Source: an optimization exercise on an open RTL-to-GDS flow (aim: small area). Production flows keep margins and buffers that such runs may drop.
Only simulation tests tie the RTL to the original design; equivalence was not proved.
Power figures rest on the tool's default switching activity, not on a simulated workload.

--- flow/design.v ---
package pcs_line_pkg;
	localparam int PAYLOAD_W = 64;
	localparam logic [1:0] SYNC_DATA = 2'b01;
	localparam logic [1:0] SYNC_CTRL = 2'b10;
	localparam logic [6:0] CODE_IDLE  = 7'h00;
	localparam logic [6:0] CODE_ERROR = 7'h1E;
	typedef enum logic [7:0] {
		BT_IDLE   = 8'h1E,
		BT_START0 = 8'h78,
		BT_START4 = 8'h33,
		BT_TERM0  = 8'h87,
		BT_TERM1  = 8'h99,
		BT_TERM2  = 8'hAA,
		BT_TERM3  = 8'hB4,
		BT_TERM4  = 8'hCC,
		BT_TERM5  = 8'hD2,
		BT_TERM6  = 8'hE1,
		BT_TERM7  = 8'hFF
	} block_type_e;
	typedef struct packed {
		logic [1:0]           sync;
		logic [PAYLOAD_W-1:0] payload;
	} pcs_block_t;
	localparam pcs_block_t BLOCK_IDLE = {SYNC_CTRL, 56'h0, BT_IDLE};
	localparam logic [PAYLOAD_W-1:0] BLOCK_ERR_P = {{8{CODE_ERROR}}, BT_IDLE};
	localparam int LOCK_GOOD_CNT = 64;
	localparam int LOCK_BAD_CNT  = 16;
	localparam int LOCK_WIN      = 64;
	localparam int LOCK_GOOD_W   = $clog2(LOCK_GOOD_CNT);
	localparam int LOCK_BAD_W    = $clog2(LOCK_BAD_CNT);
	localparam int LOCK_WIN_W    = $clog2(LOCK_WIN);
	localparam int SCR_W   = 58;
	localparam int SCR_TAP = 39;
endpackage
package pcs_word_pkg;
	localparam int DATA_W  = 64;
	localparam int KEEP_W  = DATA_W/8;
	localparam int START_W = 2;
	typedef struct packed {
		logic               ctrl;
		logic               idle;
		logic [START_W-1:0] start;
		logic               term;
		logic               err;
		logic [KEEP_W-1:0]  keep;
		logic [DATA_W-1:0]  data;
	} pcs_word_t;
	localparam pcs_word_t WORD_IDLE = {1'b1, 1'b1, {START_W{1'b0}}, 1'b0,
		1'b0, {KEEP_W{1'b0}}, {DATA_W{1'b0}}};
	localparam pcs_word_t WORD_ERR  = {1'b1, 1'b0, {START_W{1'b0}}, 1'b0,
		1'b1, {KEEP_W{1'b0}}, {DATA_W{1'b0}}};
endpackage
`timescale 1ns/1ps
import pcs_line_pkg::*;
module pcs_block_lock (
	input  logic       tx_par_clk,
	input  logic       nreset,
	input  logic       serdes_lock_i,
	input  logic [1:0] sync_i,
	output logic       hdr_ok_o,
	output logic       lock_d_o,
	output logic       lock_o
);
logic                  state_q;
logic                  state_d;
logic [LOCK_WIN_W-1:0] cnt_q;
logic [LOCK_BAD_W-1:0] bad_q;
logic                  hdr_valid;
logic                  cnt_end;
logic                  lose;
assign hdr_valid = sync_i[1] ^ sync_i[0];
localparam logic [5:0] CNT_LAST = 6'b100000;
logic [5:0] cnt_step;
assign cnt_step  = {cnt_q[4:0], cnt_q[5] ^ (cnt_q[4] || (cnt_q[3:0] == 4'h0))};
assign cnt_end   = (cnt_q == CNT_LAST);
assign lose      = !hdr_valid && (bad_q == LOCK_BAD_W'(LOCK_BAD_CNT - 1));
always_comb begin
	if (!nreset || !serdes_lock_i)
		state_d = 1'b0;
	else if (state_q)
		state_d = !lose;
	else
		state_d = hdr_valid && cnt_end;
end
always_ff @(posedge tx_par_clk) begin
	state_q <= state_d;
	if (!nreset || !serdes_lock_i)
		cnt_q <= '0;
	else if (state_q ? lose : !hdr_valid)
		cnt_q <= '0;
	else
		cnt_q <= cnt_step;
	if (!state_q || cnt_end)
		bad_q <= '0;
	else if (!hdr_valid)
		bad_q <= bad_q + 1'b1;
end
assign hdr_ok_o = hdr_valid;
assign lock_d_o = state_d;
assign lock_o   = state_q;
endmodule
`timescale 1ns/1ps
import pcs_line_pkg::*;
module pcs_descrambler (
	input  logic                 tx_par_clk,
	input  logic [PAYLOAD_W-1:0] payload_i,
	output logic [PAYLOAD_W-1:0] plain_o
);
logic [SCR_W-1:0]           state_q;
logic [SCR_W+PAYLOAD_W-1:0] ext;
always_comb begin
	ext = {payload_i, state_q};
	for (int i = 0; i < PAYLOAD_W; i++)
		plain_o[i] = ext[SCR_W+i] ^ ext[SCR_W-SCR_TAP+i] ^ ext[i];
end
always_ff @(posedge tx_par_clk)
	state_q <= payload_i[PAYLOAD_W-1 -: SCR_W];
endmodule
`timescale 1ns/1ps
import pcs_line_pkg::*;
module pcs_decoder (
	input  logic                 tx_par_clk,
	input  logic                 lock_i,
	input  logic                 hdr_ok_i,
	input  logic [1:0]           sync_i,
	input  logic [PAYLOAD_W-1:0] plain_i,
	output logic                 ctrl_o,
	output logic [PAYLOAD_W-1:0] payload_o
);
localparam logic [PAYLOAD_W-1:0] P_IDLE = {56'h0, BT_IDLE};
logic [7:0]           btype;
logic                 is_data;
logic                 type_ok;
logic                 term_ok;
logic                 idle_ok;
logic                 is_s4;
logic                 pass;
logic                 err;
logic [7:1]           keep;
logic [PAYLOAD_W-1:0] norm;
logic                 ctrl_q;
logic [PAYLOAD_W-1:0] payload_q;
assign btype   = plain_i[7:0];
assign is_data = (sync_i == SYNC_DATA);
assign term_ok = btype[7] && (btype[3] == ^btype[6:4]) && (btype[2] != (btype[5] ^ btype[4]))
	&& (btype[1] != (btype[6] ^ btype[4])) && (btype[0] != (btype[6] ^ btype[5]));
assign idle_ok = (btype == BT_IDLE) && (plain_i[63:8] == 56'h0);
assign type_ok = term_ok || (btype == BT_START0) || (btype == BT_START4) || idle_ok;
assign pass = lock_i && (is_data || (sync_i == SYNC_CTRL && type_ok));
assign err  = lock_i && !(is_data || (sync_i == SYNC_CTRL && type_ok));
assign is_s4 = !btype[7] && btype[0];
always_comb begin
	for (int k = 1; k < 8; k++) begin
		if (k == 4)
			keep[k] = is_data || (btype[6:4] >= 3'(k));
		else if (k < 4)
			keep[k] = is_data || (!is_s4 && (btype[6:4] >= 3'(k)));
		else
			keep[k] = is_data || is_s4 || (btype[6:4] >= 3'(k));
	end
end
always_comb begin
	norm[7:0] = pass ? btype : BT_IDLE;
	for (int k = 1; k < 8; k++)
		norm[8*k +: 8] = (pass && keep[k]) ? plain_i[8*k +: 8] :
			(err ? BLOCK_ERR_P[8*k +: 8] : 8'h00);
end
always_ff @(posedge tx_par_clk) begin
	ctrl_q    <= !(lock_i && is_data);
	payload_q <= ~norm;
end
assign ctrl_o    = ctrl_q;
assign payload_o = payload_q;
endmodule
`timescale 1ns/1ps
import pcs_line_pkg::*;
module pcs_rx (
	input  logic                 tx_par_clk,
	input  logic                 nreset,
	input  logic                 serdes_lock_i,
	input  logic [65:0]          serdes_block_i,
	output logic                 lock_o,
	output logic                 ctrl_o,
	output logic [PAYLOAD_W-1:0] payload_o
);
logic                 hdr_ok;
logic                 lock_d;
logic [PAYLOAD_W-1:0] plain;
pcs_block_lock u_block_lock (
	.tx_par_clk    (tx_par_clk),
	.nreset        (nreset),
	.serdes_lock_i (serdes_lock_i),
	.sync_i        (serdes_block_i[65:64]),
	.hdr_ok_o      (hdr_ok),
	.lock_d_o      (lock_d),
	.lock_o        (lock_o)
);
pcs_descrambler u_descrambler (
	.tx_par_clk (tx_par_clk),
	.payload_i  (serdes_block_i[63:0]),
	.plain_o    (plain)
);
pcs_decoder u_decoder (
	.tx_par_clk (tx_par_clk),
	.lock_i     (lock_d),
	.hdr_ok_i   (hdr_ok),
	.sync_i     (serdes_block_i[65:64]),
	.plain_i    (plain),
	.ctrl_o     (ctrl_o),
	.payload_o  (payload_o)
);
endmodule
`timescale 1ns/1ps
import pcs_line_pkg::*;
module pcs_tx (
	input  logic                 tx_par_clk,
	input  logic                 nreset,
	input  logic                 ctrl_i,
	input  logic [PAYLOAD_W-1:0] payload_i,
	output logic [65:0]          serdes_block_o
);
logic                       out_data_q;
logic [PAYLOAD_W-1:0]       out_q;
logic [SCR_W+PAYLOAD_W-1:0] ext;
always_comb begin
	ext = {{PAYLOAD_W{1'b0}}, out_q[PAYLOAD_W-1 -: SCR_W]};
	for (int i = 0; i < PAYLOAD_W; i++)
		ext[SCR_W+i] = !payload_i[i] ^ ext[SCR_W-SCR_TAP+i] ^ ext[i];
end
always_ff @(posedge tx_par_clk) begin
	if (!nreset) begin
		out_data_q <= 1'b0;
		out_q      <= BLOCK_IDLE[63:0];
	end else begin
		out_data_q <= !ctrl_i;
		out_q      <= ext[SCR_W +: PAYLOAD_W];
	end
end
assign serdes_block_o = {!out_data_q, out_data_q, out_q};
endmodule
`timescale 1ns/1ps
import pcs_line_pkg::*;
module pcs_10g_loopback (
	input  logic        tx_par_clk,
	input  logic        nreset,
	input  logic        rx_locked_i,
	input  logic [65:0] rx_par_data_i,
	output logic        rx_block_lock_o,
	output logic [65:0] tx_par_data_o
);
logic                 rx_ctrl;
logic [PAYLOAD_W-1:0] rx_payload;
logic [2:0]           dl_ctrl_q;
logic [PAYLOAD_W-1:0] dl1_q;
logic [PAYLOAD_W-1:0] dl2_q;
logic [PAYLOAD_W-1:0] dl3_q;
logic [1:0]           tx_rst_cnt_q;
logic                 tx_nreset;
pcs_rx u_pcs_rx (
	.tx_par_clk     (tx_par_clk),
	.nreset         (nreset),
	.serdes_lock_i  (rx_locked_i),
	.serdes_block_i (rx_par_data_i),
	.lock_o         (rx_block_lock_o),
	.ctrl_o         (rx_ctrl),
	.payload_o      (rx_payload)
);
always_ff @(posedge tx_par_clk) begin
	if (!nreset)
		tx_rst_cnt_q <= 2'b00;
	else
		tx_rst_cnt_q <= {tx_rst_cnt_q[1] | tx_rst_cnt_q[0], !tx_rst_cnt_q[1]};
end
assign tx_nreset = tx_rst_cnt_q[1] & !tx_rst_cnt_q[0];
always_ff @(posedge tx_par_clk) begin
	dl_ctrl_q <= {dl_ctrl_q[1:0], rx_ctrl};
	dl1_q     <= rx_payload;
	dl2_q     <= dl1_q;
	dl3_q     <= dl2_q;
end
pcs_tx u_pcs_tx (
	.tx_par_clk     (tx_par_clk),
	.nreset         (tx_nreset),
	.ctrl_i         (dl_ctrl_q[2]),
	.payload_i      (dl3_q),
	.serdes_block_o (tx_par_data_o)
);
endmodule
--- flow/flow/run.sh ---
#!/bin/bash
# layout flow: the standard flow with an area-oriented ABC mapping script and no
# half-adder extraction, a
# peephole pass that folds inverters into xor/xnor cells, single-drive port
# buffers and a clock tree without dummy loads.
set -euo pipefail
export MY_ABC_SCRIPT=$PWD/flow/area.abc
# the synthesis script: ABC with flow/area.abc, and no half-adder extraction.
{ echo 'proc abc {args} { set i [lsearch $args -script]; lset args [expr {$i+1}] $::env(MY_ABC_SCRIPT); yosys abc {*}$args }'
  echo 'proc extract_fa {args} {}'
  cat synth_recipe.tcl; } > my_synth.tcl
sed "s#SYNTH_SCRIPT=[^ ]*#SYNTH_SCRIPT=$PWD/my_synth.tcl#" standard.sh > my_standard.sh
export BUFFER_PORTS_ARGS="-buffer_cell sky130_fd_sc_hd__buf_1"
export CTS_ARGS="-sink_clustering_enable -repair_clock_nets -dont_use_dummy_load -buf_list sky130_fd_sc_hd__clkbuf_4 -sink_clustering_size 10 -sink_clustering_max_diameter 60"
RES=$PWD/orfs/results/sky130hd/pcs_10g_loopback/base
bash my_standard.sh $RES/1_2_yosys.v > synth.log 2>&1
cp $RES/1_2_yosys.v $RES/1_2_yosys.abc.v
python3 flow/peephole.py $RES/1_2_yosys.abc.v $RES/1_2_yosys.v > peephole.log 2>&1
bash my_standard.sh > standard.log 2>&1
--- flow/flow/area.abc ---
strash
dch -f
map -a -B 0.5
strash
dch -f
map -a -B 0.5
--- flow/flow/peephole.py ---
#!/usr/bin/env python3
# peephole.py IN.v OUT.v
# removes inverters next to xor/xnor cells in a mapped sky130hd netlist by
# swapping the xor cell for its complement:
#   xor -> inverter as its only load  becomes  xnor driving the inverter's output
#   inverter -> only xor/xnor inputs  becomes  xnor/xor fed by the inverter's input
# flip-flops, ports and nets named in assigns are left alone.
import re
import sys
from collections import defaultdict

P = 'sky130_fd_sc_hd__'
FLIP = {'xor2': 'xnor2', 'xnor2': 'xor2', 'xor3': 'xnor3', 'xnor3': 'xor3'}
OUTPIN = {'xor2': 'X', 'xnor2': 'Y', 'xor3': 'X', 'xnor3': 'X'}
INVS = {'inv', 'clkinv'}
OUTS = {'X', 'Y', 'Q', 'Q_N', 'SUM', 'COUT'}

src = open(sys.argv[1]).read()
mods = list(re.finditer(r'\bmodule\b.*?\bendmodule\b', src, re.S))
if len(mods) != 1:
    sys.stderr.write('peephole: expected one module, found %d; netlist left as is\n' % len(mods))
    open(sys.argv[2], 'w').write(src)
    sys.exit(0)
mod = mods[0].group(0)

cell_re = re.compile(r'^([ \t]*)' + P + r'(\w+?)_(\d+)\s+(\S+)\s*\((.*?)\);[ \t]*\n', re.S | re.M)
pin_re = re.compile(r'\.(\w+)\(([^()]*)\)')

cells = {}
for cm in cell_re.finditer(mod):
    kind, drive, name, body = cm.group(2), cm.group(3), cm.group(4), cm.group(5)
    pins = [(p, n.strip()) for p, n in pin_re.findall(body)]
    cells[name] = {'kind': kind, 'drive': drive, 'pins': pins, 'indent': cm.group(1)}


def base(n):
    return re.sub(r'\s*\[\d+\]$', '', n)


# nets that must not be touched: ports and anything in an assign.
protected = set()
for d in re.findall(r'^\s*(?:input|output|inout)\b([^;]*);', mod, re.M):
    for n in d.replace('\n', ' ').split(','):
        n = n.strip()
        if n:
            protected.add(n.split()[-1])
for a in re.findall(r'^\s*assign\s+(.*?);', mod, re.M | re.S):
    for tok in re.findall(r'\\\S+|[A-Za-z_][\w$]*', a):
        protected.add(base(tok.strip()))


def prot(n):
    return (not n) or ("'" in n) or n in protected or base(n) in protected


def build():
    drv = {}
    loads = defaultdict(list)
    for name, c in cells.items():
        for p, n in c['pins']:
            if p in OUTS:
                drv[n] = name
            else:
                loads[n].append((name, p))
    return drv, loads


def flip(c):
    old = OUTPIN[c['kind']]
    c['kind'] = FLIP[c['kind']]
    new = OUTPIN[c['kind']]
    c['pins'] = [(new if p == old else p, n) for p, n in c['pins']]


removed = 0
changed = True
while changed:
    changed = False
    drv, loads = build()
    for name in sorted(cells):
        c = cells[name]
        if c['kind'] not in INVS:
            continue
        pins = dict(c['pins'])
        a, y = pins.get('A', ''), pins.get('Y', '')
        if not a or prot(y):
            continue
        d = drv.get(a)
        # an xor whose only load is this inverter.
        if not prot(a) and d is not None and cells[d]['kind'] in FLIP and len(loads[a]) == 1:
            x = cells[d]
            flip(x)
            out = OUTPIN[x['kind']]
            x['pins'] = [(p, y if p == out else n) for p, n in x['pins']]
            del cells[name]
            removed += 1
            changed = True
            break
        # every load of this inverter is an xor input.
        ls = loads[y]
        if ls and all(cells[l]['kind'] in FLIP and p not in OUTS for l, p in ls):
            for l, p in ls:
                x = cells[l]
                x['pins'] = [(q, a if q == p else n) for q, n in x['pins']]
                flip(x)
            del cells[name]
            removed += 1
            changed = True
            break


def fmt(name):
    c = cells[name]
    ind = c['indent']
    # an escaped name needs a space before the closing parenthesis.
    body = ',\n'.join('%s  .%s(%s%s)' % (ind, p, n, ' ' if n.startswith('\\') else '')
                      for p, n in c['pins'])
    return '%s%s%s_%s %s (\n%s\n%s);\n' % (ind, P, c['kind'], c['drive'], name, body, ind)


newmod = cell_re.sub(lambda cm: fmt(cm.group(4)) if cm.group(4) in cells else '', mod)
open(sys.argv[2], 'w').write(src.replace(mod, newmod))
sys.stderr.write('peephole: removed %d inverters\n' % removed)
--- flow/standard.sh ---
#!/bin/bash
# synth_recipe.tcl (not shown) runs the flow's synth.tcl, then flattens the netlist and writes it again
# the make line also repeats each setting of config.mk as NAME=value (left out here)
make -C /OpenROAD-flow-scripts/flow DESIGN_CONFIG=/design/flow/config.mk WORK_HOME=/design/flow/orfs CLKGATE_MAP_FILE= SYNTH_SCRIPT=/design/flow/synth_recipe.tcl "${@:-finish}"
--- flow/config.mk ---
export PLATFORM = sky130hd
export DESIGN_NAME = pcs_10g_loopback
export DESIGN_NICKNAME = pcs_10g_loopback
export VERILOG_FILES = /design/flow/design.v
export SDC_FILE = /design/flow/constraint.sdc
export NUM_CORES = 4
export LEC_CHECK = 0
export CAP_MARGIN = 20
export CORE_MARGIN = 2
export CORE_UTILIZATION = 55
export SLEW_MARGIN = 20
--- flow/constraint.sdc ---
create_clock -name core_clock -period 6.4 [get_ports {tx_par_clk}]
set_input_delay 1.2800 -clock core_clock [delete_from_list [all_inputs] [get_ports {tx_par_clk}]]
set_output_delay 1.2800 -clock core_clock [all_outputs]
set_load 0.01 [all_outputs]
==> flow_metrics.env, run 1 <==
export IMPL_status="complete, no violations"
export IMPL_fin_area_um2=12400
export IMPL_worstMarginPinSlew_ns=0.600
export IMPL_cts_hold_buf=0
export IMPL_worstPathRequired_ns=6.92
export IMPL_cts_tree="yes"
export IMPL_hold_violations=0
export IMPL_clock_skew_final_ns=0.0635
export IMPL_max_cap_violations=0
export IMPL_min_path_type="reg2reg"
export IMPL_p_leak_nw=4.51
export IMPL_ir_drop_uv=183
export IMPL_post_cts_buffers=0
export IMPL_r2r_start="u_pcs_rx.u_descrambler.state_q[23]$_DFF_P_"
export IMPL_drc_errors=0
export IMPL_fmax_ghz=0.229
export IMPL_clock_sinks=396
export IMPL_min_period_over_period_pct=68.4
export IMPL_timing_hold_worst_endpoint="dl2_q[60]$_DFF_P_"
export IMPL_die_w_um=150
export IMPL_gp_congestion=0.984
export IMPL_fill_cells=1822
export IMPL_crit_fanout=10
export IMPL_power_density_nw_per_um2=309
export IMPL_whs_path_depth=0
export IMPL_synthCells=979
export IMPL_period_needed_ns=4.38
export IMPL_worstPathArrival_ns=4.89
export IMPL_clk_pin_slew_ns=0.10
export IMPL_overflow=0
export IMPL_clock_path_buffers=3
export IMPL_ant_nets=0
export IMPL_die_h_um=150
export IMPL_wirelength_um=22800
export IMPL_maxSlewViolCount=0
export IMPL_yosysWarnings=5
export IMPL_cts_root_buf="clkbuf_4"
export IMPL_grt_pass1_wl_um=34500
export IMPL_finalNetCount=1173
export IMPL_gr_usage_all_layers_pct=20.6
export IMPL_end_kind="flop"
export IMPL_grt_max_degree=41
export IMPL_pin_count=136
export IMPL_syn_area_um2=11700
export IMPL_drt_vias_per_instance=4.71
export IMPL_synthesis_nets=1048
export IMPL_drive_above_1_share_pct=4.45
export IMPL_routedWlPerCell_um=16.5
export IMPL_cts_buffers=45
export IMPL_fin_setup_tns_ns=0
export IMPL_dp_hpwl_um=17600
export IMPL_start_util_pct=55.7
export IMPL_drtPass1Iterations=5
export IMPL_core_area_um2=21000
export IMPL_final_core_util_pct=59.4
export IMPL_r2r_cells=13
export IMPL_synth_area_per_cell_um2=11.9
export IMPL_final_setup_viol_count=0
export IMPL_port_buffers=135
export IMPL_grt_pass1_vias=6366
export IMPL_rsz0062_at_grt="false"
export IMPL_insertion_delay_ns=0.66
export IMPL_start_kind="input port"
export IMPL_hold_start="dl1_q[60]$_DFF_P_"
export IMPL_maxSlewHeadroom_pct=59.7
export IMPL_criticalPathCategory="in2reg"
export IMPL_syn_to_final_growth_pct=6.56
export IMPL_h_tree_depth=2
export IMPL_reg2reg_slack_ns=2.71
export IMPL_post_cts_resized=0
export IMPL_rows=53
export IMPL_place_area_um2=12100
export IMPL_drt_iter0_drc=374
export IMPL_antenna_found_initial=1
export IMPL_num_vias=6494
export IMPL_worstReg2RegEnd="u_pcs_rx.u_decoder.payload_q[25]$_DFF_P_"
export IMPL_dieArea_um2=22400
## placed cells by master (no fill, tap or decap)
master and count:
nand4_1 4, nor2_2 1, or2b_2 1, xor2_1 35, dfxtp_1 396, nor3b_1 1
nor2_1 60, nand2_1 57, a21oi_1 45, nor3_1 6, a311oi_1 1, buf_4 2
xnor2_1 186, nor4_1 18, clkbuf_4 45, clkinv_1 33, nand3_1 2, buf_1 135
o21ai_0 73, a211oi_1 1, diode_2 1
## final cells by class
type                    instances  area, µm²  area share [%]
well taps                     275        344            2.77
clock buffers                  45        338            2.72
repair buffers                137        522            4.19
multi-input cells             491       3180            25.6
flip-flops and latches        396       7930            63.7
diodes                          1       2.50          0.0201
inverters                      33        124           0.996
## flip-flops by register name, indices dropped and copies added, names as in the netlist
| name | count |
|---|---|
| u_pcs_tx.out_q | 64 |
| tx_rst_cnt_q | 2 |
| dl1_q | 64 |
| dl3_q | 64 |
| u_pcs_rx.u_decoder.payload_q | 64 |
| u_pcs_rx.u_descrambler.state_q | 58 |
| dl_ctrl_q | 3 |
| u_pcs_rx.u_decoder.ctrl_q | 1 |
| u_pcs_rx.u_block_lock.bad_q | 4 |
| dl2_q | 64 |
| u_pcs_rx.u_block_lock.cnt_q | 6 |
| u_pcs_tx.out_data_q | 1 |
| u_pcs_rx.u_block_lock.state_q | 1 |
## per-stage QoR
step	hold slack (ns)	setup WS [ns]	cells	power, mW
after floorplan	0.310	2.53	979	2.77
after global placement	0.310	1.68	1332	2.88
after detailed placement	0.312	1.47	1332	2.88
after CTS	0.300	2.19	1377	3.90
after global routing	0.302	1.68	1378	4.02
final	0.301	2.02	1378	3.85
## worst max-delay path by stage
stage | startpoint | end | slack, ns | cells past startpoint
after floorplan | rx_par_data_i[64] | u_pcs_rx.u_decoder.payload_q[25]$_DFF_P_ | 2.53 | 21
after global placement | rx_par_data_i[64] | u_pcs_rx.u_decoder.payload_q[24]$_DFF_P_ | 1.68 | 22
after detailed placement | rx_par_data_i[64] | u_pcs_rx.u_decoder.payload_q[25]$_DFF_P_ | 1.47 | 22
after CTS | rx_par_data_i[64] | u_pcs_rx.u_decoder.payload_q[25]$_DFF_P_ | 2.19 | 22
after global routing | rx_par_data_i[64] | u_pcs_rx.u_decoder.payload_q[51]$_DFF_P_ | 1.68 | 22
final | rx_par_data_i[64] | u_pcs_rx.u_decoder.payload_q[25]$_DFF_P_ | 2.02 | 22
## report_power, final
group	internal (mW)	switching (mW)	total (mW)
sequential	2.50	0.0292	2.52
combinational	0.113	0.187	0.300
clock	0.325	0.699	1.02
total	2.93	0.915	3.85
## metal layers
| layer | routed length, µm | track usage (%) | vias up | share of wire (%) |
|---|---|---|---|---|
| li1 | - | - | 3315 | - |
| met5 | 0 | 0 | - | 0 |
| met4 | 580 | 7.17 | 0 | 2.5 |
| met1 | 10500 | 27.0 | 2901 | 46 |
| met2 | 10600 | 33.9 | 228 | 46 |
| met3 | 1110 | 4.45 | 50 | 4.9 |
## worst max-delay path, stage by stage
cell      delay (ns)
buf_1           0.07
clkinv_1        0.07
nor2_1          0.29
clkinv_1        0.24
nand2_1         0.11
clkinv_1        0.12
nand2_1         0.09
clkinv_1        0.08
nand2_1         0.07
clkinv_1        0.09
nand2_1         0.07
clkinv_1        0.08
nand2_1         0.08
nor2_1          0.04
a211oi_1        0.20
clkinv_1        0.22
a21oi_1         0.34
nand2_1         0.33
a21oi_1         0.47
clkinv_1        0.25
nand2_1         0.18
o21ai_0         0.12
==> run 2: changes to the inputs <==
--- a/flow/flow/run.sh
+++ b/flow/flow/run.sh
@@ -13,3 +13,3 @@
 export BUFFER_PORTS_ARGS="-buffer_cell sky130_fd_sc_hd__buf_1"
-export CTS_ARGS="-sink_clustering_enable -repair_clock_nets -dont_use_dummy_load -buf_list sky130_fd_sc_hd__clkbuf_4 -sink_clustering_size 10 -sink_clustering_max_diameter 60"
+export CTS_ARGS="-sink_clustering_enable -repair_clock_nets -dont_use_dummy_load -buf_list sky130_fd_sc_hd__clkbuf_8 -sink_clustering_size 20 -sink_clustering_max_diameter 50"
 RES=$PWD/orfs/results/sky130hd/pcs_10g_loopback/base
==> run 2 against run 1 <==
Net effect:
- cell count fell by 1.2%
- critical path type unchanged
- area after synthesis stayed put
- highest routed layer unchanged
- die area unchanged
- largest cell class unchanged
- sequential share of layout area down 0.37 points
- utilization rose by 0.35 points
==> flow_metrics.env, run 2 <==
export IMPL_clock_skew_final_ns=0.0592
export IMPL_power_density_nw_per_um2=314
export IMPL_fin_setup_tns_ns=0
export IMPL_power_total_mw=3.93
export IMPL_clock_path_buffers=3
export IMPL_grt_pass1_wl_um=34000
export IMPL_yosysWarnings=5
export IMPL_final_setup_viol_count=0
export IMPL_n_antenna_cell=0
export IMPL_max_cap_violations=0
export IMPL_maxSlewHeadroom_pct=58.7
export IMPL_rows=53
export IMPL_crit_fanout=10
export IMPL_ant_nets=0
export IMPL_grt_max_degree=41
export IMPL_final_cell_mix="396 x dfxtp_1, 186 x xnor2_1, 135 x buf_1"
export IMPL_p_clk_share_pct=28.1
export IMPL_start_util_pct=55.7
export IMPL_drt_vias_per_instance=4.69
export IMPL_worstPathRequired_ns=6.80
export IMPL_status="complete, no violations"
export IMPL_core_area_um2=21000
export IMPL_sequentialPowerShare_pct=64.3
export IMPL_synthesis_nets=1048
export IMPL_fmax_ghz=0.229
export IMPL_insertion_delay_ns=0.57
export IMPL_start_kind="input port"
export IMPL_cts_root_buf="clkbuf_8"
export IMPL_gp_congestion=0.984
export IMPL_drt_iter0_drc=469
export IMPL_synthCells=979
export IMPL_die_h_um=150
export IMPL_num_vias=6385
export IMPL_routedWlPerCell_um=16.4
export IMPL_period_needed_ns=4.37
export IMPL_p_leak_nw=4.52
export IMPL_p_sw_share_pct=22.9
export IMPL_ir_drop_uv=224
export IMPL_worstPathArrival_ns=4.77
export IMPL_h_tree_depth=1
export IMPL_post_cts_resized=0
export IMPL_grt_pass1_vias=6204
export IMPL_drive_above_1_share_pct=3.13
export IMPL_worstMarginPinSlew_ns=0.615
export IMPL_syn_area_um2=11700
export IMPL_port_buffers=135
export IMPL_criticalPathCategory="in2reg"
export IMPL_fin_cells=1362
export IMPL_reg2reg_slack_ns=2.76
export IMPL_antenna_found_initial=0
export IMPL_pin_count=136
export IMPL_clk_pin_slew_ns=0.09
export IMPL_cts_buffers=30
export IMPL_hold_violations=0
export IMPL_maxSlewViolCount=0
export IMPL_wirelength_um=22400
export IMPL_dp_hpwl_um=17600
export IMPL_min_path_type="reg2reg"
export IMPL_drc_errors=0
export IMPL_p_comb_share_pct=7.6
export IMPL_post_cts_buffers=0
export IMPL_die_w_um=150
export IMPL_p_int_mw=3.03
export IMPL_final_common_cell="dfxtp_1"
export IMPL_p_sw_mw=0.901
export IMPL_cts_hold_buf=0
export IMPL_synth_area_per_cell_um2=11.9
export IMPL_dieArea_um2=22400
export IMPL_overflow=0
export IMPL_rsz0062_at_grt="false"
export IMPL_drtPass1Iterations=5
export IMPL_syn_to_final_growth_pct=7.18
export IMPL_finalNetCount=1158
export IMPL_cts_tree="yes"
export IMPL_clock_sinks=396
export IMPL_end_kind="flop"
export IMPL_min_period_over_period_pct=68.2
export IMPL_place_inst=1332
export IMPL_gr_usage_all_layers_pct=20.2
## run 2: critical path, stage by stage
cell and delay (ns):
buf_1 0.07, clkinv_1 0.07, nor2_1 0.27, clkinv_1 0.23
nand2_1 0.11, clkinv_1 0.12, nand2_1 0.09, clkinv_1 0.08
nand2_1 0.07, clkinv_1 0.09, nand2_1 0.07, clkinv_1 0.08
nand2_1 0.08, nor2_1 0.04, a211oi_1 0.20, clkinv_1 0.22
a21oi_1 0.34, nand2_1 0.33, nor2_1 0.40, clkinv_1 0.24
nand2_1 0.17, o21ai_0 0.11
## run 2: final timing paths
check,from,end,cells past startpoint
setup / recovery,rx_par_data_i[64],u_pcs_rx.u_decoder.payload_q[17]$_DFF_P_,22
hold / removal,dl1_q[9]$_DFF_P_,dl2_q[9]$_DFF_P_,0
setup reg to reg,u_pcs_rx.u_descrambler.state_q[23]$_DFF_P_,u_pcs_rx.u_decoder.payload_q[17]$_DFF_P_,13
hold reg to reg,dl1_q[9]$_DFF_P_,dl2_q[9]$_DFF_P_,0
## run 2: stage by stage
step	hold WS [ns]	util [%]	instance area (µm²)	setup slack [ns]
floorplan	0.310	-	11700	2.53
global placement	0.310	57.7	12100	1.68
detailed placement	0.312	57.7	12100	1.47
CTS	0.276	59.7	12500	2.10
global route	0.272	59.7	12500	1.59
finish	0.266	59.7	12500	2.03
## run 2: per-layer routing
metal	part of all wire, %	wire (µm)	global-route usage, %
met5	0	0	0
met4	2.7	604	6.56
met3	4.1	919	3.20
met2	47	10500	33.6
met1	46	10400	27.1
## run 2: area by class of cell
cell class                 instances  area (µm²)
clock buffer                      30         413
fill                            1801        8440
inverter                          33         124
multi-input combinational        491        3180
sequential                       396        7930
tap                              275         344
timing repair buffer             137         522
## run 2: power groups by stage
stage | Clock (mW) | Sequential, mW | Combinational [mW]
2_1_floorplan | 0 | 2.57 | 0.201
3_3_place_gp | 0 | 2.58 | 0.300
3_5_place_dp | 0 | 2.58 | 0.296
4_1_cts | 1.14 | 2.53 | 0.297
5_1_grt | 1.24 | 2.53 | 0.320
6_report | 1.10 | 2.52 | 0.299
==> run 3: changes to the inputs <==
--- a/flow/flow/run.sh
+++ b/flow/flow/run.sh
@@ -1,3 +1,4 @@
 #!/bin/bash
-# layout flow: the standard flow with an area-oriented ABC mapping script and no
+# layout flow: the standard flow with an area-oriented ABC script (deepsyn, then
+# area mapping twice) and no
 # half-adder extraction, a
@@ -13,3 +14,3 @@
 export BUFFER_PORTS_ARGS="-buffer_cell sky130_fd_sc_hd__buf_1"
-export CTS_ARGS="-sink_clustering_enable -repair_clock_nets -dont_use_dummy_load -buf_list sky130_fd_sc_hd__clkbuf_8 -sink_clustering_size 20 -sink_clustering_max_diameter 50"
+export CTS_ARGS="-sink_clustering_enable -repair_clock_nets -dont_use_dummy_load -buf_list sky130_fd_sc_hd__buf_4 -sink_clustering_size 9 -sink_clustering_max_diameter 50"
 RES=$PWD/orfs/results/sky130hd/pcs_10g_loopback/base
==> flow/flow/area.abc (replaced) <==
strash
&get -n
&deepsyn -T 90
&put
dch -f
map -a -B 0.5
strash
dch -f
map -a -B 0.5
==> run 3 against run 2 <==
Net effect:
- first-iteration DRC count is 13% lower
- non-clock buffer count is 3 higher
- critical path type unchanged
- clock power hardly changed
- critical endpoint is now u_pcs_rx.u_decoder.payload_q[29]$_DFF_P_
- maximum frequency is 12% lower
- highest routed layer unchanged
- sequential share of layout area is 0.63 points higher
- critical path depth is 1 lower
- largest power group unchanged
- cell count is 0.44% lower
- wire length is 1.3% lower
==> flow_metrics.env, run 3 <==
export IMPL_status="complete, no violations"
export IMPL_multiInputGateArea_um2=3090
export IMPL_fmax_ghz=0.202
export IMPL_overflow=0
export IMPL_antenna_found_initial=1
export IMPL_synthCells=948
export IMPL_crit_path_cell_trace="buf_1, clkinv_1, nand2_1, nand2_1, nand2_1, clkinv_1, nand2_1, clkinv_1, nand2_1, clkinv_1, nand2_1, clkinv_1, a211oi_1, clkinv_1, a21oi_1, nand2_1, a31oi_1, buf_4, clkinv_1, a31oi_1, nand2_1"
export IMPL_crit_fanout=9
export IMPL_post_cts_resized=0
export IMPL_power_density_nw_per_um2=316
export IMPL_wirelength_um=22100
export IMPL_drc_errors=0
export IMPL_start_util_pct=55.5
export IMPL_clk_pin_slew_ns=0.08
export IMPL_num_vias=6325
export IMPL_min_path_type="reg2reg"
export IMPL_ir_drop_uv=165
export IMPL_drt_vias_per_instance=4.66
export IMPL_cts_tree="yes"
export IMPL_drtPass1Iterations=5
export IMPL_worstMarginPinSlew_ns=1.12
export IMPL_drive_above_1_share_pct=5.28
export IMPL_syn_area_um2=11600
export IMPL_r2r_cells=14
export IMPL_start_kind="input port"
export IMPL_end_kind="flop"
export IMPL_grt_pass1_vias=6122
export IMPL_fill_cells=1799
export IMPL_seqCellArea_um2=7930
export IMPL_grt_max_degree=51
export IMPL_yosysWarnings=5
export IMPL_final_common_cell="dfxtp_1"
export IMPL_grt_pass1_wl_um=33500
export IMPL_pin_count=136
export IMPL_drt_iter0_drc=408
export IMPL_clock_skew_final_ns=0.0421
export IMPL_worstPathArrival_ns=5.31
export IMPL_fin_cells=1356
export IMPL_port_buffers=135
export IMPL_reg2reg_slack_ns=2.23
export IMPL_synthesis_nets=1017
export IMPL_clock_sinks=396
export IMPL_crit_path_frequent_cell="nand2_1"
export IMPL_worstReg2RegEnd="u_pcs_rx.u_decoder.payload_q[29]$_DFF_P_"
export IMPL_worstPathRequired_ns=6.77
export IMPL_dieArea_um2=22200
export IMPL_routedWlPerCell_um=16.3
export IMPL_p_leak_nw=4.38
export IMPL_min_period_over_period_pct=77.2
export IMPL_r2r_start="u_pcs_rx.u_descrambler.state_q[21]$_DFF_P_"
export IMPL_die_w_um=149
export IMPL_die_h_um=149
export IMPL_max_cap_violations=0
export IMPL_fin_setup_tns_ns=0
export IMPL_dp_slack_ns=1.03
export IMPL_core_area_um2=20800
export IMPL_gp_congestion=0.966
export IMPL_hold_violations=0
export IMPL_hold_start="dl1_q[46]$_DFF_P_"
export IMPL_post_cts_buffers=0
export IMPL_final_cell_mix="396 x dfxtp_1, 193 x xnor2_1, 135 x buf_1"
export IMPL_clock_path_buffers=3
export IMPL_cts_buffers=50
export IMPL_insertion_delay_ns=0.56
export IMPL_ant_nets=0
export IMPL_layout_setup_ws_ns=1.46
export IMPL_final_setup_viol_count=0
export IMPL_dp_hpwl_um=16700
export IMPL_finalNetCount=1150
export IMPL_timing_hold_worst_endpoint="dl2_q[46]$_DFF_P_"
export IMPL_crit_slowest_cell="a31oi_1"
export IMPL_synth_area_per_cell_um2=12.2
export IMPL_cpPeakStageDelay_ns=0.72
export IMPL_place_inst=1304
export IMPL_criticalPathCategory="in2reg"
export IMPL_maxSlewViolCount=0
export IMPL_cts_hold_buf=0
export IMPL_rsz0062_at_grt="false"
export IMPL_syn_to_final_growth_pct=7.19
export IMPL_h_tree_depth=2
export IMPL_rows=53
export IMPL_maxSlewHeadroom_pct=25.6
export IMPL_whs_path_depth=0
export IMPL_cts_root_buf="buf_4"
export IMPL_gr_usage_all_layers_pct=20.0
export IMPL_period_needed_ns=4.94
==> run 3: worst max path at each step <==
stage                     slack [ns]  cells after the start              start                                        to
final                           1.46                     21  rx_par_data_i[64]  u_pcs_rx.u_decoder.payload_q[29]$_DFF_P_
after global routing            1.12                     21  rx_par_data_i[64]  u_pcs_rx.u_decoder.payload_q[29]$_DFF_P_
after CTS                       1.63                     21  rx_par_data_i[64]  u_pcs_rx.u_decoder.payload_q[29]$_DFF_P_
after detailed placement        1.03                     21  rx_par_data_i[64]  u_pcs_rx.u_decoder.payload_q[29]$_DFF_P_
after global placement          0.95                     21  rx_par_data_i[64]  u_pcs_rx.u_decoder.payload_q[28]$_DFF_P_
after floorplan                 2.27                     19  rx_par_data_i[64]  u_pcs_rx.u_decoder.payload_q[24]$_DFF_P_
==> run 3: cell type report <==
class	instances	share of cell area, %
Antenna cell	2	0.0404
Clock buffer	50	3.03
Inverter	28	0.848
Multi-Input combinational cell	465	24.9
Sequential cell	396	64.0
Tap cell	275	2.78
Timing Repair Buffer	140	4.39
==> run 3: worst max-delay path: cells and delay by family <==
kind,cells,cell delay (ns)
compound gates,4,1.64
simple gates,8,1.12
buf+inv,9,1.26
==> run 3: power breakdown <==
group | switching, mW | internal [mW] | leakage, nW
Sequential | 0.0272 | 2.50 | 3.23
Clock | 0.711 | 0.394 | 0.240
Combinational | 0.173 | 0.113 | 0.915
==> run 3: through the flow <==
stage	area (µm²)	hold slack, ns	util, %	power, mW
after detailed placement	12000	0.312	57.7	2.86
after floorplan	11600	0.310	-	2.77
after global placement	12000	0.310	57.7	2.86
after CTS	12400	0.314	59.5	3.96
final	12400	0.317	59.5	3.91
after global routing	12400	0.313	59.5	4.09
==> run 3: routing by layer <==
layer | up-vias | wire length (µm) | track usage [%]
met5 | - | 0 | 0
met4 | 0 | 524 | 6.81
met3 | 48 | 1160 | 3.98
met2 | 222 | 9850 | 31.5
met1 | 2810 | 10600 | 27.8
li1 | 3245 | - | -
==> run 4: changes to the inputs <==
--- a/flow/flow/run.sh
+++ b/flow/flow/run.sh
@@ -14,3 +14,3 @@
 export BUFFER_PORTS_ARGS="-buffer_cell sky130_fd_sc_hd__buf_1"
-export CTS_ARGS="-sink_clustering_enable -repair_clock_nets -dont_use_dummy_load -buf_list sky130_fd_sc_hd__buf_4 -sink_clustering_size 9 -sink_clustering_max_diameter 50"
+export CTS_ARGS="-sink_clustering_enable -repair_clock_nets -dont_use_dummy_load -buf_list sky130_fd_sc_hd__buf_4 -sink_clustering_size 10 -sink_clustering_max_diameter 60"
 RES=$PWD/orfs/results/sky130hd/pcs_10g_loopback/base
==> run 4 against run 3 <==
Net effect:
- die area unchanged
- cell area decreased by 0.32%
- critical path depth unchanged
- worst hold slack got worse by 0.017 ns
- synthesized cell count unchanged
- cell count decreased by 0.44%
- worst setup slack improved by 0.022 ns
- flip-flop and latch count unchanged
- sequential power about the same
- register-to-register slack improved by 0.06 ns
- utilization decreased by 0.19 points
- non-clock buffer count unchanged
- critical endpoint unchanged
- largest power group unchanged
==> flow_metrics.env, run 4 <==
export IMPL_status="complete, no violations"
export IMPL_hold_start="dl2_q[39]$_DFF_P_"
export IMPL_final_common_cell="dfxtp_1"
export IMPL_syn_to_final_growth_pct=6.84
export IMPL_reg2reg_slack_ns=2.29
export IMPL_die_w_um=149
export IMPL_grt_pass1_vias=6058
export IMPL_period_needed_ns=4.92
export IMPL_start_util_pct=55.5
export IMPL_worstReg2RegEnd="u_pcs_rx.u_decoder.payload_q[29]$_DFF_P_"
export IMPL_clock_skew_final_ns=0.0399
export IMPL_r2r_cells=14
export IMPL_post_cts_resized=0
export IMPL_clock_sinks=396
export IMPL_post_cts_buffers=0
export IMPL_drc_errors=0
export IMPL_fin_setup_tns_ns=0
export IMPL_routedWlPerCell_um=16.2
export IMPL_overflow=0
export IMPL_yosysWarnings=5
export IMPL_drt_iter0_drc=417
export IMPL_cts_buffers=45
export IMPL_min_path_type="reg2reg"
export IMPL_pin_count=136
export IMPL_wirelength_um=21900
export IMPL_timing_hold_worst_endpoint="dl3_q[39]$_DFF_P_"
export IMPL_fmax_ghz=0.203
export IMPL_whs_path_depth=0
export IMPL_cts_tree="yes"
export IMPL_synthCells=948
export IMPL_port_buffers=135
export IMPL_ant_nets=0
export IMPL_met2_usage_pct=31.3
export IMPL_worstPathArrival_ns=5.27
export IMPL_start_kind="input port"
export IMPL_h_tree_depth=2
export IMPL_end_kind="flop"
export IMPL_grt_pass1_wl_um=33200
export IMPL_cts_root_buf="buf_4"
export IMPL_maxSlewViolCount=0
export IMPL_die_h_um=149
export IMPL_grt_busiest_layer="met2"
export IMPL_gr_usage_all_layers_pct=19.9
export IMPL_criticalPathCategory="in2reg"
export IMPL_synthesis_nets=1017
export IMPL_place_area_um2=12000
export IMPL_crit_start="rx_par_data_i[64]"
export IMPL_antenna_found_initial=1
export IMPL_whs_ns=0.300
export IMPL_max_cap_violations=0
export IMPL_dieArea_um2=22200
export IMPL_gr_usage_met3_pct=4.19
export IMPL_num_vias=6303
export IMPL_core_area_um2=20800
export IMPL_drt_vias_per_instance=4.67
export IMPL_min_period_over_period_pct=76.9
export IMPL_cts_hold_buf=0
export IMPL_rows=53
export IMPL_rsz0062_at_grt="false"
export IMPL_use_met1_pct=27.4
export IMPL_maxSlewHeadroom_pct=26.9
export IMPL_drive_above_1_share_pct=4.84
export IMPL_synth_area_per_cell_um2=12.2
export IMPL_final_setup_viol_count=0
export IMPL_clk_pin_slew_ns=0.09
export IMPL_gp_congestion=0.966
export IMPL_crit_fanout=9
export IMPL_syn_area_um2=11600
export IMPL_p_leak_nw=4.36
export IMPL_r2r_start="u_pcs_rx.u_descrambler.state_q[21]$_DFF_P_"
export IMPL_final_cell_mix="396 x dfxtp_1, 193 x xnor2_1, 135 x buf_1"
export IMPL_clock_path_buffers=3
export IMPL_fin_area_um2=12300
export IMPL_power_density_nw_per_um2=313
export IMPL_grt_max_degree=51
export IMPL_drtPass1Iterations=6
export IMPL_ir_drop_uv=182
export IMPL_finalNetCount=1145
export IMPL_dp_hpwl_um=16700
export IMPL_worstMarginPinSlew_ns=1.10
export IMPL_hold_violations=0
export IMPL_insertion_delay_ns=0.56
export IMPL_worstPathRequired_ns=6.76
run 4: cell type report:
class	count	area (µm²)
multi-input combinational	465	3090
clock buffer	45	338
inverter	28	105
sequential	396	7930
antenna	1	2.50
timing repair buffer	140	544
fill	1808	8470
tap	275	344
run 4: power by group:
| group | switching [mW] | total [mW] | internal (mW) |
|---|---|---|---|
| Clock | 0.699 | 1.06 | 0.357 |
| Combinational | 0.171 | 0.284 | 0.113 |
| Sequential | 0.0272 | 2.52 | 2.49 |
run 4: how the worst max path moves through the flow:
stage	to	slack [ns]	depth (start not counted)
5_1_grt	u_pcs_rx.u_decoder.payload_q[28]$_DFF_P_	1.11	21
3_5_place_dp	u_pcs_rx.u_decoder.payload_q[29]$_DFF_P_	1.03	21
6_report	u_pcs_rx.u_decoder.payload_q[29]$_DFF_P_	1.48	21
3_3_place_gp	u_pcs_rx.u_decoder.payload_q[28]$_DFF_P_	0.95	21
4_1_cts	u_pcs_rx.u_decoder.payload_q[29]$_DFF_P_	1.63	21
2_1_floorplan	u_pcs_rx.u_decoder.payload_q[24]$_DFF_P_	2.27	19
run 4: critical path: stages:
cell and delay (ns):
buf_1 0.21, clkinv_1 0.19, nand2_1 0.10, nand2_1 0.15, nand2_1 0.10, clkinv_1 0.09, nand2_1 0.07, clkinv_1 0.09
nand2_1 0.07, clkinv_1 0.08, nand2_1 0.07, clkinv_1 0.07, a211oi_1 0.20, clkinv_1 0.23, a21oi_1 0.50, nand2_1 0.31
a31oi_1 0.22, buf_4 0.21, clkinv_1 0.09, a31oi_1 0.71, nand2_1 0.22
run 4: metal layers:
| layer | vias up | routed length (µm) |
|---|---|---|
| met5 | - | 0 |
| met2 | 209 | 9680 |
| met1 | 2819 | 10500 |
| met4 | 0 | 535 |
| li1 | 3230 | - |
| met3 | 45 | 1200 |
run 4: through the flow:
step	worst slack, ns	std cells	util [%]	total power, mW
4_1_cts	1.63	1349	59.3	3.91
6_report	1.48	1350	59.3	3.86
2_1_floorplan	2.27	948	-	2.77
3_3_place_gp	0.945	1304	57.7	2.86
3_5_place_dp	1.03	1304	57.7	2.86
5_1_grt	1.11	1350	59.3	4.04
==> run 5: changes to the inputs <==
--- a/flow/config.mk
+++ b/flow/config.mk
@@ -9,3 +9,4 @@
 export CORE_MARGIN = 2
-export CORE_UTILIZATION = 55
+export CORE_UTILIZATION = 70
+export PLACE_DENSITY = 0.8
 export SLEW_MARGIN = 20
==> run 5 against run 4 <==
Net effect:
- still clean
- flip-flop and latch count is the same
- sequential share of layout area grew 0.53 points
- global-route usage grew 4.2 points
- cell count shrank 4.7%
- die area shrank 21%
- worst setup slack gained 0.054 ns
- via count grew 4.0%
- wire length shrank 3.1%
- total power shrank 0.41%
- critical path depth shrank 1
- maximum frequency grew 1.1%
- area after synthesis is the same
- critical path type unchanged
- largest cell class unchanged
- largest power group unchanged
==> flow_metrics.env, run 5 <==
export IMPL_start_kind="input port"
export IMPL_post_cts_resized=0
export IMPL_gr_usage_all_layers_pct=24.0
export IMPL_drtPass1Iterations=8
export IMPL_final_common_cell="dfxtp_1"
export IMPL_final_core_util_pct=76.5
export IMPL_rsz0062_at_grt="false"
export IMPL_hold_start="dl2_q[58]$_DFF_P_"
export IMPL_final_setup_viol_count=0
export IMPL_die_w_um=132
export IMPL_end_kind="flop"
export IMPL_n_antenna_cell=0
export IMPL_fmax_ghz=0.206
export IMPL_synth_area_per_cell_um2=12.2
export IMPL_gp_congestion=1.00
export IMPL_final_cell_mix="396 x dfxtp_1, 193 x xnor2_1, 135 x buf_1"
export IMPL_cts_tree="yes"
export IMPL_maxSlewViolCount=0
export IMPL_syn_to_final_growth_pct=5.96
export IMPL_die_h_um=132
export IMPL_pin_count=136
export IMPL_dr_max_layer_used="met4"
export IMPL_antenna_found_initial=0
export IMPL_rows=46
export IMPL_yosysWarnings=5
export IMPL_crit_fanout=9
export IMPL_max_cap_violations=0
export IMPL_fin_cells=1287
export IMPL_synthesis_nets=1017
export IMPL_worstMarginPinSlew_ns=1.12
export IMPL_port_buffers=135
export IMPL_worstPathRequired_ns=6.75
export IMPL_syn_area_um2=11600
export IMPL_fin_setup_tns_ns=0
export IMPL_criticalPathCategory="in2reg"
export IMPL_clock_path_buffers=3
export IMPL_drive_above_1_share_pct=4.48
export IMPL_dieArea_um2=17600
export IMPL_maxSlewHeadroom_pct=24.6
export IMPL_period_needed_ns=4.86
export IMPL_grt_max_degree=51
export IMPL_fill_cells=1096
export IMPL_hold_violations=0
export IMPL_synthCells=948
export IMPL_whs_ns=0.276
export IMPL_drc_errors=0
export IMPL_cts_root_buf="buf_4"
export IMPL_ir_drop_uv=183
export IMPL_clock_skew_final_ns=0.0574
export IMPL_crit_path_cell_trace="buf_1, clkinv_1, nand2_1, nand2_1, nand2_1, clkinv_1, nand2_1, clkinv_1, nand2_1, clkinv_1, nand2_1, clkinv_1, a211oi_1, clkinv_1, a21oi_1, nand2_1, a31oi_1, clkinv_1, a31oi_1, a21oi_1"
export IMPL_finalNetCount=1142
export IMPL_post_cts_buffers=0
export IMPL_met3WireLength_um=1170
export IMPL_grt_pass1_vias=6451
export IMPL_met2_length_um=10100
export IMPL_grt_pass1_wl_um=32500
export IMPL_min_period_over_period_pct=76.0
export IMPL_overflow=0
export IMPL_insertion_delay_ns=0.55
export IMPL_r2r_start="u_pcs_rx.u_descrambler.state_q[20]$_DFF_P_"
export IMPL_crit_slowest_cell="a31oi_1"
export IMPL_power_density_nw_per_um2=314
export IMPL_h_tree_depth=2
export IMPL_place_inst=1242
export IMPL_worstPathArrival_ns=5.22
export IMPL_drt_vias_per_instance=5.09
export IMPL_crit_start="rx_par_data_i[64]"
export IMPL_start_util_pct=72.2
export IMPL_ant_nets=0
export IMPL_dp_hpwl_um=16300
export IMPL_min_path_type="reg2reg"
export IMPL_cts_buffers=45
export IMPL_drt_iter0_drc=458
export IMPL_status="complete, no violations"
export IMPL_p_leak_nw=4.34
export IMPL_cts_hold_buf=0
export IMPL_clk_pin_slew_ns=0.09
export IMPL_routedWlPerCell_um=16.5
export IMPL_wirelength_um=21200
export IMPL_num_vias=6556
export IMPL_wirelength_met1_um=9250
export IMPL_cpPeakStageDelay_ns=0.67
export IMPL_clock_sinks=396
export IMPL_core_area_um2=16000
run 5: final cells by class:
class | count | area (µm²) | area share (%)
well taps | 216 | 270 | 2.21
repair buffers | 137 | 522 | 4.26
flip-flops and latches | 396 | 7930 | 64.7
clock buffers | 45 | 338 | 2.76
inverters | 28 | 105 | 0.858
multi-input cells | 465 | 3080 | 25.2
run 5: worst max-delay path: cells and delay by family:
kind                   cells  cell delay [ns]
AOI/OAI and AO/OA          5             2.00
and+or+nand+nor            7             0.81
buffers and inverters      8             1.12
run 5: path summary, 6_finish.rpt:
path	end	slack (ns)	depth (start not counted)
setup / recovery	u_pcs_rx.u_decoder.payload_q[24]$_DFF_P_	1.54	20
hold / removal	dl3_q[58]$_DFF_P_	0.28	0
setup reg to reg	u_pcs_rx.u_decoder.payload_q[24]$_DFF_P_	2.23	13
hold reg to reg	dl3_q[58]$_DFF_P_	0.28	0
run 5: power by group:
group	internal (mW)	switching (mW)	total, mW
Clock	0.357	0.686	1.04
Sequential	2.49	0.0264	2.52
Combinational	0.111	0.171	0.282
Total	2.96	0.883	3.85
run 5: per-stage QoR:
stage	setup WS [ns]	area, µm²	power [mW]
after CTS	1.68	12200	3.87
after global routing	1.20	12200	3.99
after detailed placement	1.12	11900	2.85
final	1.54	12200	3.85
after floorplan	2.27	11600	2.77
after global placement	1.35	11900	2.85
run 5: routing by layer:
metal  global-route usage, %  up-vias
met2                    40.4      261
met3                    4.71       48
met4                    10.1        0
li1                        -     3231
met1                    30.6     3016
met5                       0        -
==> run 6: changes to the inputs <==
--- a/flow/flow/run.sh
+++ b/flow/flow/run.sh
@@ -14,3 +14,3 @@
 export BUFFER_PORTS_ARGS="-buffer_cell sky130_fd_sc_hd__buf_1"
-export CTS_ARGS="-sink_clustering_enable -repair_clock_nets -dont_use_dummy_load -buf_list sky130_fd_sc_hd__buf_4 -sink_clustering_size 10 -sink_clustering_max_diameter 60"
+export CTS_ARGS="-sink_clustering_enable -repair_clock_nets -dont_use_dummy_load -buf_list sky130_fd_sc_hd__buf_4 -sink_clustering_size 12 -sink_clustering_max_diameter 60"
 RES=$PWD/orfs/results/sky130hd/pcs_10g_loopback/base
--- a/flow/config.mk
+++ b/flow/config.mk
@@ -9,4 +9,4 @@
 export CORE_MARGIN = 2
-export CORE_UTILIZATION = 70
-export PLACE_DENSITY = 0.8
+export CORE_UTILIZATION = 80
+export PLACE_DENSITY = 0.9
 export SLEW_MARGIN = 20
==> run 6 against run 5 <==
Net effect:
- clock skew down 0.0072 ns
- wire length grew 13%
- critical path depth is the same
- utilization increased by 10 points
- total power is 1.0% lower
- clock-buffer cell count decreased by 7
- cell area is 0.80% lower
- cell count is 3.3% lower
- synthesized cell count unchanged
- die area decreased by 12%
- sequential share of layout area rose by 0.52 points
- first-iteration DRC count is 15% higher
- largest cell class unchanged
==> flow_metrics.env, run 6 <==
export IMPL_drt_iter0_drc=526
export IMPL_status="complete, no violations"
export IMPL_gp_congestion=1.00
export IMPL_drt_vias_per_instance=5.54
export IMPL_dp_slack_ns=0.925
export IMPL_post_cts_resized=0
export IMPL_die_w_um=124
export IMPL_synthesis_nets=1017
export IMPL_layout_setup_ws_ns=1.34
export IMPL_routedWlPerCell_um=19.3
export IMPL_start_util_pct=82.6
export IMPL_final_cell_mix="396 x dfxtp_1, 193 x xnor2_1, 135 x buf_1"
export IMPL_drive_above_1_share_pct=3.85
export IMPL_cts_tree="yes"
export IMPL_gr_usage_all_layers_pct=31.6
export IMPL_syn_area_um2=11600
export IMPL_max_cap_violations=0
export IMPL_synth_area_per_cell_um2=12.2
export IMPL_grt_pass1_wl_um=35800
export IMPL_worstPathRequired_ns=6.81
export IMPL_crit_start="rx_par_data_i[64]"
export IMPL_grt_pass1_vias=6987
export IMPL_h_tree_depth=2
export IMPL_insertion_delay_ns=0.57
export IMPL_p_leak_nw=4.31
export IMPL_fin_setup_tns_ns=0
export IMPL_hold_violations=0
export IMPL_n_antenna_cell=0
export IMPL_fmax_ghz=0.198
export IMPL_criticalPathCategory="in2reg"
export IMPL_num_vias=6886
export IMPL_rows=43
export IMPL_overflow=0
export IMPL_r2r_start="u_pcs_rx.u_descrambler.state_q[20]$_DFF_P_"
export IMPL_clock_skew_final_ns=0.0502
export IMPL_wirelength_um=24000
export IMPL_power_density_nw_per_um2=313
export IMPL_synthCells=948
export IMPL_cts_buffers=38
export IMPL_r2r_cells=13
export IMPL_core_area_um2=14000
export IMPL_pin_count=136
export IMPL_worstPathArrival_ns=5.47
export IMPL_syn_to_final_growth_pct=5.12
export IMPL_port_buffers=135
export IMPL_worstReg2RegEnd="u_pcs_rx.u_decoder.payload_q[30]$_DFF_P_"
export IMPL_cts_hold_buf=0
export IMPL_dp_hpwl_um=17700
export IMPL_rsz0062_at_grt="false"
export IMPL_fill_cells=669
export IMPL_end_kind="flop"
export IMPL_min_path_type="reg2reg"
export IMPL_period_needed_ns=5.06
export IMPL_finalNetCount=1135
export IMPL_start_kind="input port"
export IMPL_min_period_over_period_pct=79.0
export IMPL_reg2reg_slack_ns=2.26
export IMPL_ir_drop_uv=207
export IMPL_antenna_found_initial=0
export IMPL_final_common_cell="dfxtp_1"
export IMPL_clk_pin_slew_ns=0.11
export IMPL_ant_nets=0
export IMPL_dieArea_um2=15400
export IMPL_die_h_um=124
export IMPL_maxSlewHeadroom_pct=22.0
export IMPL_grt_max_degree=51
export IMPL_drc_errors=0
export IMPL_crit_end="u_pcs_rx.u_decoder.payload_q[30]$_DFF_P_"
export IMPL_drtPass1Iterations=5
export IMPL_maxSlewViolCount=0
export IMPL_clock_path_buffers=3
export IMPL_worstMarginPinSlew_ns=1.16
export IMPL_final_setup_viol_count=0
export IMPL_clock_sinks=396
export IMPL_crit_fanout=9
export IMPL_yosysWarnings=5
export IMPL_post_cts_buffers=0
export IMPL_cts_root_buf="buf_4"
run 6: critical path, stage by stage:
cell and delay, ns:
buf_1 0.18, clkinv_1 0.18, nand2_1 0.10, nand2_1 0.15
nand2_1 0.11, clkinv_1 0.09, nand2_1 0.07, clkinv_1 0.09
nand2_1 0.08, clkinv_1 0.10, nand2_1 0.08, clkinv_1 0.08
a211oi_1 0.22, clkinv_1 0.26, a21oi_1 0.48, nand2_1 0.31
a31oi_1 0.66, clkinv_1 0.21, a31oi_1 0.58, a21oi_1 0.16
run 6: routing by layer:
layer	vias to the layer above	share of wire (%)	global-route usage (%)
li1	3213	-	-
met1	3266	40	37.1
met2	329	50	56.0
met3	78	6.4	5.91
met4	0	4.0	14.7
met5	-	0	0
run 6: report_power, final:
part | switching, mW | internal, mW
combinational | 0.178 | 0.111
sequential | 0.0281 | 2.49
clock | 0.691 | 0.304
run 6: through the flow:
step	hold WS, ns	util [%]	instances	cell area (µm²)	power [mW]
after floorplan	0.310	-	948	11600	2.77
final	0.291	86.9	1244	12100	3.81
after CTS	0.291	86.9	1244	12100	3.80
after global routing	0.292	86.9	1244	12100	3.92
after detailed placement	0.312	84.8	1206	11900	2.86
after global placement	0.310	84.8	1206	11900	2.85
run 6: worst min path at each step:
| stage | start | depth (start not counted) | endpoint |
|---|---|---|---|
| after floorplan | u_pcs_rx.u_decoder.payload_q[0]$_DFF_P_ | 0 | dl1_q[0]$_DFF_P_ |
| after global placement | dl2_q[62]$_DFF_P_ | 0 | dl3_q[62]$_DFF_P_ |
| after detailed placement | u_pcs_rx.u_decoder.payload_q[42]$_DFF_P_ | 0 | dl1_q[42]$_DFF_P_ |
| after CTS | dl_ctrl_q[1]$_DFF_P_ | 0 | dl_ctrl_q[2]$_DFF_P_ |
| after global routing | dl_ctrl_q[1]$_DFF_P_ | 0 | dl_ctrl_q[2]$_DFF_P_ |
| final | dl_ctrl_q[1]$_DFF_P_ | 0 | dl_ctrl_q[2]$_DFF_P_ |
run 6: layout make-up:
class / instances / area [µm²] / area share (%)
Clock buffer: 38 / 285 / 2.35
Inverter: 28 / 105 / 0.865
Multi-Input combinational cell: 465 / 3080 / 25.4
Sequential cell: 396 / 7930 / 65.3
Tap cell: 180 / 225 / 1.85
Timing Repair Buffer: 137 / 522 / 4.29
==> run 7: changes to the inputs <==
--- a/flow/config.mk
+++ b/flow/config.mk
@@ -9,4 +9,4 @@
 export CORE_MARGIN = 2
-export CORE_UTILIZATION = 80
-export PLACE_DENSITY = 0.9
+export CORE_UTILIZATION = 70
+export PLACE_DENSITY = 0.8
 export SLEW_MARGIN = 20
==> run 7 against run 6 <==
Net effect:
- flip-flop and latch count did not move
- largest power group unchanged
- sequential power barely moved
- still clean on timing, DRC and antenna
- first-iteration DRC count fell by 14%
==> flow_metrics.env, run 7 <==
export IMPL_drt_vias_per_instance=5.13
export IMPL_start_kind="input port"
export IMPL_wirelength_um=21200
export IMPL_fin_cells=1280
export IMPL_clock_skew_final_ns=0.0423
export IMPL_post_cts_buffers=0
export IMPL_h_tree_depth=2
export IMPL_status="complete, no violations"
export IMPL_drt_iter0_drc=452
export IMPL_max_cap_violations=0
export IMPL_final_common_cell="dfxtp_1"
export IMPL_synth_area_per_cell_um2=12.2
export IMPL_maxSlewViolCount=0
export IMPL_dp_slack_ns=1.12
export IMPL_whs_ns=0.299
export IMPL_routedWlPerCell_um=16.5
export IMPL_r2r_start="u_pcs_rx.u_descrambler.state_q[20]$_DFF_P_"
export IMPL_syn_to_final_growth_pct=5.51
export IMPL_cts_tree="yes"
export IMPL_worstReg2RegEnd="u_pcs_rx.u_decoder.payload_q[24]$_DFF_P_"
export IMPL_fill_cells=1112
export IMPL_criticalPathCategory="in2reg"
export IMPL_yosysWarnings=5
export IMPL_start_util_pct=72.2
export IMPL_ant_nets=0
export IMPL_clock_sinks=396
export IMPL_pin_count=136
export IMPL_core_area_um2=16000
export IMPL_port_buffers=135
export IMPL_min_period_over_period_pct=75.8
export IMPL_worstMarginPinSlew_ns=1.18
export IMPL_drc_errors=0
export IMPL_period_needed_ns=4.85
export IMPL_end_kind="flop"
export IMPL_reg2reg_slack_ns=2.30
export IMPL_n_antenna_cell=0
export IMPL_min_path_type="reg2reg"
export IMPL_insertion_delay_ns=0.54
export IMPL_power_total_mw=3.78
export IMPL_die_h_um=132
export IMPL_drtPass1Iterations=5
export IMPL_overflow=0
export IMPL_clk_pin_slew_ns=0.10
export IMPL_rows=46
export IMPL_layout_setup_ws_ns=1.55
export IMPL_cts_buffers=38
export IMPL_synthCells=948
export IMPL_gr_usage_all_layers_pct=24.0
export IMPL_dieArea_um2=17600
export IMPL_hold_violations=0
export IMPL_place_inst=1242
export IMPL_grt_pass1_vias=6388
export IMPL_clock_path_buffers=3
export IMPL_num_vias=6570
export IMPL_finalNetCount=1135
export IMPL_syn_area_um2=11600
export IMPL_crit_fanout=9
export IMPL_ir_drop_uv=192
export IMPL_final_cell_mix="396 x dfxtp_1, 193 x xnor2_1, 135 x buf_1"
export IMPL_worstPathRequired_ns=6.79
export IMPL_power_density_nw_per_um2=310
export IMPL_gp_congestion=1.00
export IMPL_drive_above_1_share_pct=3.85
export IMPL_grt_max_degree=51
export IMPL_crit_end="u_pcs_rx.u_decoder.payload_q[24]$_DFF_P_"
export IMPL_cts_root_buf="buf_4"
export IMPL_r2r_cells=13
export IMPL_p_leak_nw=4.31
export IMPL_worstPathArrival_ns=5.24
export IMPL_crit_start="rx_par_data_i[64]"
export IMPL_final_setup_viol_count=0
export IMPL_grt_pass1_wl_um=32300
export IMPL_rsz0062_at_grt="false"
export IMPL_synthesis_nets=1017
export IMPL_cts_hold_buf=0
export IMPL_dp_hpwl_um=16300
export IMPL_antenna_found_initial=0
export IMPL_fin_setup_tns_ns=0
export IMPL_die_w_um=132
export IMPL_post_cts_resized=0
export IMPL_maxSlewHeadroom_pct=20.6
export IMPL_fmax_ghz=0.206
[run 7: routing by layer]
metal | up-vias | GRT usage (%) | share of wire [%]
met1 | 3019 | 30.8 | 43
met4 | 0 | 9.92 | 3.2
met2 | 270 | 40.1 | 48
met5 | - | 0 | 0
met3 | 53 | 4.64 | 6.0
li1 | 3228 | - | -
[run 7: worst min-delay path by stage]
stage | from | end | cells after the start
floorplan | u_pcs_rx.u_decoder.payload_q[0]$_DFF_P_ | dl1_q[0]$_DFF_P_ | 0
global placement | dl1_q[4]$_DFF_P_ | dl2_q[4]$_DFF_P_ | 0
global route | dl2_q[58]$_DFF_P_ | dl3_q[58]$_DFF_P_ | 0
CTS | dl1_q[51]$_DFF_P_ | dl2_q[51]$_DFF_P_ | 0
detailed placement | u_pcs_rx.u_decoder.payload_q[17]$_DFF_P_ | dl1_q[17]$_DFF_P_ | 0
finish | dl2_q[58]$_DFF_P_ | dl3_q[58]$_DFF_P_ | 0
[run 7: critical path, stage by stage]
cell and delay (ns):
buf_1 0.18, clkinv_1 0.19, nand2_1 0.10, nand2_1 0.13, nand2_1 0.10, clkinv_1 0.09, nand2_1 0.07, clkinv_1 0.08
nand2_1 0.07, clkinv_1 0.10, nand2_1 0.08, clkinv_1 0.07, a211oi_1 0.18, clkinv_1 0.22, a21oi_1 0.42, nand2_1 0.28
a31oi_1 0.67, clkinv_1 0.20, a31oi_1 0.57, a21oi_1 0.16
[run 7: stage by stage]
step	utilization, %	instance area [µm²]
finish	76.2	12200
global route	76.2	12200
CTS	76.2	12200
detailed placement	74.4	11900
global placement	74.4	11900
floorplan	-	11600
[run 7: final cells by class]
| type | instances | area, µm² | share of cell area (%) |
|---|---|---|---|
| inverter | 28 | 105 | 0.862 |
| tap | 216 | 270 | 2.22 |
| timing repair buffer | 137 | 522 | 4.28 |
| clock buffer | 38 | 285 | 2.34 |
| multi-input combinational | 465 | 3080 | 25.3 |
| sequential | 396 | 7930 | 65.0 |
[run 7: power by group]
part | switching [mW] | internal, mW
clock network | 0.672 | 0.304
registers | 0.0265 | 2.49
logic | 0.171 | 0.111

[port drivers added, routing unchanged]
How much do the figures lean on ideal ports? The routed layouts below were timed once more, with nothing changed but the port constraints.
Step 1, drivers: a clkbuf_16 drives tx_par_clk and a buf_2 each remaining input, both assumed.
Step 2 adds t to the input delays and takes it off the output delays; t is the mean of the earliest and latest rising clock arrival at the registers after step 1. Input paths then give back, and output paths get back, about the clock's delay inside the block.
Slacks: no drivers / after step 1 / after step 2; pairs: no drivers / after step 1.
run	shift t [ns]	slack for setup (ns)	worst hold slack (ns)	cell pins on the clock port's net
run 1	0.670	2.025 / 2.042 / 1.372	0.301 / 0.301 / 0.301	1
run 2	0.589	2.034 / 2.050 / 1.461	0.266 / 0.266 / 0.266	1
run 3	0.579	1.459 / 1.470 / 0.891	0.317 / 0.317 / 0.317	1
run 4	0.583	1.481 / 1.488 / 0.905	0.300 / 0.300 / 0.300	1
run 5	0.561	1.535 / 1.538 / 0.977	0.276 / 0.276 / 0.276	1
run 6	0.585	1.342 / 1.344 / 0.759	0.291 / 0.291 / 0.291	1
run 7	0.559	1.547 / 1.551 / 0.991	0.299 / 0.299 / 0.299	1
After both steps setup and hold are still met in every run listed. The setup slack of run 1, which loses most, moves by +0.017 ns with the drivers and by -0.653 ns with both steps.
